This is an optimization exercise on Yosys and OpenROAD, whose aim is small area, a short achievable clock period and few clock cycles per item, not a production implementation.
At most, simulation tests tie the RTL to the original design; equivalence was not proved.

==> build 7 <==
==> flow/design.v (excerpt) <==
module conv_stream_mc
#(
  parameter int WORD_LENGTH = conv_pkg::WORD_LENGTH_DEF,
  parameter int ACC_WIDTH   = conv_pkg::ACC_WIDTH_DEF,
  parameter int IMAGE_SIZE  = conv_pkg::IMAGE_SIZE_DEF,
  parameter int KERNEL_SIZE = conv_pkg::KERNEL_SIZE_DEF,
  parameter int STRIDE      = conv_pkg::STRIDE_DEF,
  parameter int OUT_CH      = conv_pkg::OUT_CH_DEF
) (
  input  logic                                            clk,
  input  logic                                            rst,
  input  logic                                            weight_load,
  input  logic [OUT_CH*KERNEL_SIZE*KERNEL_SIZE*WORD_LENGTH-1:0] weight_value,
  input  logic [OUT_CH*ACC_WIDTH-1:0]                     bias_value,
  input  logic                                            relu_en,
  input  logic                                            in_valid,
  output logic                                            in_ready,
  input  logic [WORD_LENGTH-1:0]                          data_in,
  output logic                                            out_valid,
  input  logic                                            out_ready,
  output logic [OUT_CH*ACC_WIDTH-1:0]                     data_out,
  output logic [conv_pkg::IDX_WIDTH-1:0]                  out_row,
  output logic [conv_pkg::IDX_WIDTH-1:0]                  out_col,
  output logic                                            frame_done
);
export LEC_CHECK = 0
export CAP_MARGIN = 20
export CORE_MARGIN = 2
export CORE_UTILIZATION = 40
export SLEW_MARGIN = 60
export SYNTH_HIERARCHICAL = 1
export SYNTH_MINIMUM_KEEP_SIZE = 0
create_clock -name core_clock -period 20.0 [get_ports {clk}]
run.sh (not shown) runs the stock make flow with config.mk's settings and CLKGATE_MAP_FILE= SYNTH_SCRIPT=/design/flow/synth_recipe.tcl, a recipe that flattens the netlist after the stock synthesis.
==> build 90: changes against build 7 <==
--- a/flow/design.v
+++ b/flow/design.v
@@ -114,17 +114,17 @@
     s_v_n = s_v ? !h_room : (sr_hit && !h_room && sh);
   end
   always_ff @(posedge clk or posedge rst) begin
     if (rst) begin
       x_v        <= 1'b0;
       s_v        <= 1'b0;
       h_v        <= 1'b0;
       sh_r       <= 1'b0;
-      in_ready_r <= 1'b1;
+      in_ready_r <= 1'b0;
       sr_hit     <= 1'b0;
       row_r      <= 5'd0;
       col_r      <= 5'd0;
     end else begin
       x_v        <= x_v_n;
       s_v        <= s_v_n;
       sh_r       <= x_v_n && !s_v_n;
       in_ready_r <= !(x_v_n && s_v_n);
@@ -6951,18 +6951,21 @@
       x4_c1[28] <= n3257_c;
       x4_c1[29] <= n3258_s;
       x4_c1[30] <= n3258_c;
       x4_c1[31] <= n3259_s;
     end
   end
   assign res[15:0]  = (relu_r && c0_sum[15]) ? 16'd0 : c0_sum;
   assign res[31:16] = (relu_r && c1_sum[15]) ? 16'd0 : c1_sum;
+  always_ff @(posedge clk or posedge rst) begin
+    if (rst) h_d <= 32'd0;
+    else if (h_room) h_d <= s_v ? s_d : res;
+  end
   always_ff @(posedge clk) begin
-    if (h_room) h_d <= s_v ? s_d : res;
     if (!s_v) s_d <= res;
   end
   always_ff @(posedge clk or posedge rst) begin
     if (rst) begin
       orow_r <= 5'd0;
       ocol_r <= 5'd0;
       fd_r   <= 1'b0;
     end else if (h_v && out_ready) begin
==> flow/flow/run.sh (new file) <==
#!/bin/bash
export BUFFER_PORTS_ARGS="-buffer_cell sky130_fd_sc_hd__buf_1"
bash standard.sh SETUP_SLACK_MARGIN=14.68 finish > standard.log 2>&1
==> flow/standard.sh (new file) <==
#!/bin/bash
# synth_recipe.tcl (not shown) runs the flow's synth.tcl, then flattens the netlist and writes it again
# the make line also repeats each setting of config.mk as NAME=value (left out here)
make -C /OpenROAD-flow-scripts/flow DESIGN_CONFIG=/design/flow/config.mk WORK_HOME=/design/flow/orfs CLKGATE_MAP_FILE= SYNTH_SCRIPT=/design/flow/synth_recipe.tcl "${@:-finish}"
Settings changed: CORE_UTILIZATION 40 to 55, CTS_CLUSTER_DIAMETER set to 100, CTS_CLUSTER_SIZE set to 26.
removed: flow/run.sh
==> run notes <==
| metric | build 7 | build 90 |
|---|---|---|
| Placed cell count | 14300 | 13000 |
| Area fraction of the dominant cell type after synthesis | 47.1% | 47.1% |
| Post-Synth XOR/XNOR Area | 0.799% | 0.804% |
| Area grow syn2layout | 14.3% | 8.77% |
| Outcome | finished clean | finished clean |
| Horizontal extent of the die | 587 µm | 502 µm |
| Maximum number of buffers from clock root to sink | 4 | 3 |
| Number of buffers other than clock buffers in the final layout | 925 | 981 |
| Footprint of the multi-input gates | 81800 µm² | 82100 µm² |
| Clock-pin transition on the worst setup and hold timing paths | 0.06 ns | 0.10 ns |
| Max frequency | 167 MHz | 186 MHz |
| Post-placement cell area | 148000 µm² | 144000 µm² |
| Post-Layout Cell Count | 14700 | 13300 |
| Adder and majority cell fraction of the synthesized area | 47.6% | 47.5% |
| Synthesized-area fraction occupied by ao, oa, aoi and oai cells | 0.636% | 0.809% |
| Data arrival time of the critical path | 2.00 ns | 1.37 ns |
| Slowest cell delay on critical path | 0.54 ns | 0.42 ns |
| Post-CTS sizing | 0 | 15 |
| Final nets | 13700 | 13700 |
| Met1 routing resource usage after global routing | 32.6% | 44.3% |
| Hold Path Sink | sr[359] | sr[398] |
| First-pass GRT wire length | 632 mm | 607 mm |
Testbench counts of build 90, summed over its fixed seeds: cycles 18,840, pixels 18,816.
Only the layout flow was run in build 7; the RTL was not checked for function there.

* * *

==> inputs of 11-16 <==
conv_stream_mc with an RTL version that a note above also has.
// conv_stream_mc
module conv_stream_mc
#(
  parameter int WORD_LENGTH = conv_pkg::WORD_LENGTH_DEF,
  parameter int ACC_WIDTH   = conv_pkg::ACC_WIDTH_DEF,
  parameter int IMAGE_SIZE  = conv_pkg::IMAGE_SIZE_DEF,
  parameter int KERNEL_SIZE = conv_pkg::KERNEL_SIZE_DEF,
  parameter int STRIDE      = conv_pkg::STRIDE_DEF,
  parameter int OUT_CH      = conv_pkg::OUT_CH_DEF
) (
  input  logic                                            clk,
  input  logic                                            rst,
  input  logic                                            weight_load,
  input  logic [OUT_CH*KERNEL_SIZE*KERNEL_SIZE*WORD_LENGTH-1:0] weight_value,
  input  logic [OUT_CH*ACC_WIDTH-1:0]                     bias_value,
  input  logic                                            relu_en,
  input  logic                                            in_valid,
  output logic                                            in_ready,
  input  logic [WORD_LENGTH-1:0]                          data_in,
  output logic                                            out_valid,
  input  logic                                            out_ready,
  output logic [OUT_CH*ACC_WIDTH-1:0]                     data_out,
  output logic [conv_pkg::IDX_WIDTH-1:0]                  out_row,
  output logic [conv_pkg::IDX_WIDTH-1:0]                  out_col,
  output logic                                            frame_done
);
export LEC_CHECK = 0
export CAP_MARGIN = 20
export CORE_MARGIN = 2
export CORE_UTILIZATION = 55
export CTS_CLUSTER_DIAMETER = 100
export CTS_CLUSTER_SIZE = 26
export PLACE_DENSITY = 0.75
export SLEW_MARGIN = 60
export SYNTH_HIERARCHICAL = 1
export SYNTH_MINIMUM_KEEP_SIZE = 0
create_clock -name core_clock -period 20.0 [get_ports {clk}]
standard.sh (not shown) runs the stock make flow with config.mk's settings and CLKGATE_MAP_FILE= SYNTH_SCRIPT=/design/flow/synth_recipe.tcl, a recipe that flattens the netlist after the stock synthesis.
==> flow/flow/run.sh <==
#!/bin/bash
export BUFFER_PORTS_ARGS="-buffer_cell sky130_fd_sc_hd__buf_1"
bash standard.sh SETUP_SLACK_MARGIN=14.8 finish > standard.log 2>&1
==> 06-03: changes against 11-16 <==
--- a/flow/design.v
+++ b/flow/design.v
@@ -116,13 +116,13 @@
   always_ff @(posedge clk or posedge rst) begin
     if (rst) begin
       x_v        <= 1'b0;
       s_v        <= 1'b0;
       h_v        <= 1'b0;
       sh_r       <= 1'b0;
-      in_ready_r <= 1'b0;
+      in_ready_r <= 1'b1;
       sr_hit     <= 1'b0;
       row_r      <= 5'd0;
       col_r      <= 5'd0;
     end else begin
       x_v        <= x_v_n;
       s_v        <= s_v_n;
@@ -6953,17 +6953,14 @@
       x4_c1[30] <= n3258_c;
       x4_c1[31] <= n3259_s;
     end
   end
   assign res[15:0]  = (relu_r && c0_sum[15]) ? 16'd0 : c0_sum;
   assign res[31:16] = (relu_r && c1_sum[15]) ? 16'd0 : c1_sum;
-  always_ff @(posedge clk or posedge rst) begin
-    if (rst) h_d <= 32'd0;
-    else if (h_room) h_d <= s_v ? s_d : res;
-  end
   always_ff @(posedge clk) begin
+    if (h_room) h_d <= s_v ? s_d : res;
     if (!s_v) s_d <= res;
   end
   always_ff @(posedge clk or posedge rst) begin
     if (rst) begin
       orow_r <= 5'd0;
       ocol_r <= 5'd0;
==> flow/flow/run.sh (replaced) <==
#!/bin/bash
# Own layout flow: the standard flow (standard.sh) with buf_1 port
# buffers and a stricter slew target for buffering. Each ORFS step writes its
# full log under orfs/logs/; make's own output goes to standard.log.
export BUFFER_PORTS_ARGS="-buffer_cell sky130_fd_sc_hd__buf_1"
bash standard.sh SLEW_MARGIN=80 finish > standard.log 2>&1
==> flow/config.mk (replaced) <==
export PLATFORM = sky130hd
export DESIGN_NAME = conv_stream_mc
export DESIGN_NICKNAME = conv_stream_mc
export VERILOG_FILES = /design/flow/design.v
export SDC_FILE = /design/flow/constraint.sdc
export NUM_CORES = 4
export LEC_CHECK = 0
export CAP_MARGIN = 20
export CORE_MARGIN = 2
export CORE_UTILIZATION = 40
export SLEW_MARGIN = 60
export SYNTH_HIERARCHICAL = 1
export SYNTH_MINIMUM_KEEP_SIZE = 0
==> comparison table <==
quantity	11-16	06-03
Pre-CTS setup slack	13.52 ns	12.88 ns
Met2 wire length	185.2 mm	205.4 mm
Clock transition at the registers of the reported paths	0.10 ns	0.06 ns
Category of the worst setup path launch point	flip-flop	input pin
Combined global-route utilization of all metal layers	34.00%	25.68%
Standard cell area after detailed placement	0.1437 sq mm	0.1553 sq mm
Run status	timing/DRC/antenna clean	timing/DRC/antenna clean
Multi-input logic portion of the cell area	55.32%	50.65%
Largest net degree at the start of global routing	86	51
Final Util	60.40%	47.87%
Clock-cell share	2.074%	4.151%
Synthesized instance count	9396	9328
Worst-path maximum fanout	2	29
Number of nets at the end of the flow	13.79k	14.87k
R2R depth	10	11
Vias in the first global route	92.36k	96.32k
Area enclosed by the die boundary	0.2515 sq mm	0.3445 sq mm
Global-route met3 utilization	8.733%	4.529%
Detailed-routed wire length on met3	48.29 mm	34.77 mm
DR vias/cell	6.123	5.250
Testbench counts of 11-16, summed over its fixed seeds: cycles 18,840, pixels 18,816.
The RTL of 06-03 was laid out without a check of its function.

==> afterwards: timing with drivers on the ports <==
How much do the figures lean on ideal ports? The routed layouts below were timed once more, with nothing changed but the port constraints.
Step 1 sets driving cells, clkbuf_16 on the clock port and buf_2 on the other inputs (assumed; they add their load-dependent delay and slew).
Step 2 moves the port delays by t, midway between the first and last clock arrival at a register: inputs arrive t later, outputs are due t later. That takes back most of the time a late clock gives input paths.
a / b / c = ideal ports / drivers / drivers and shift; a / b = the first two.
| run | t, ns | setup slack, ns | worst data-port slew with drivers (ns) |
|---|---|---|---|
| build 7 | 1.008 | 14.004 / 13.895 / 13.359 | 0.18 |
| build 90 | 0.901 | 14.630 / 14.526 / 13.953 | 0.07 |
| 11-16 | 0.889 | 14.561 / 14.464 / 14.046 | 0.15 |
| 06-03 | 1.022 | 14.085 / 14.139 / 13.117 | 0.18 |
After both steps every run listed still meets setup and hold. The setup slack of 06-03, which loses most, moves by +0.054 ns with the drivers and by -0.968 ns with both steps.
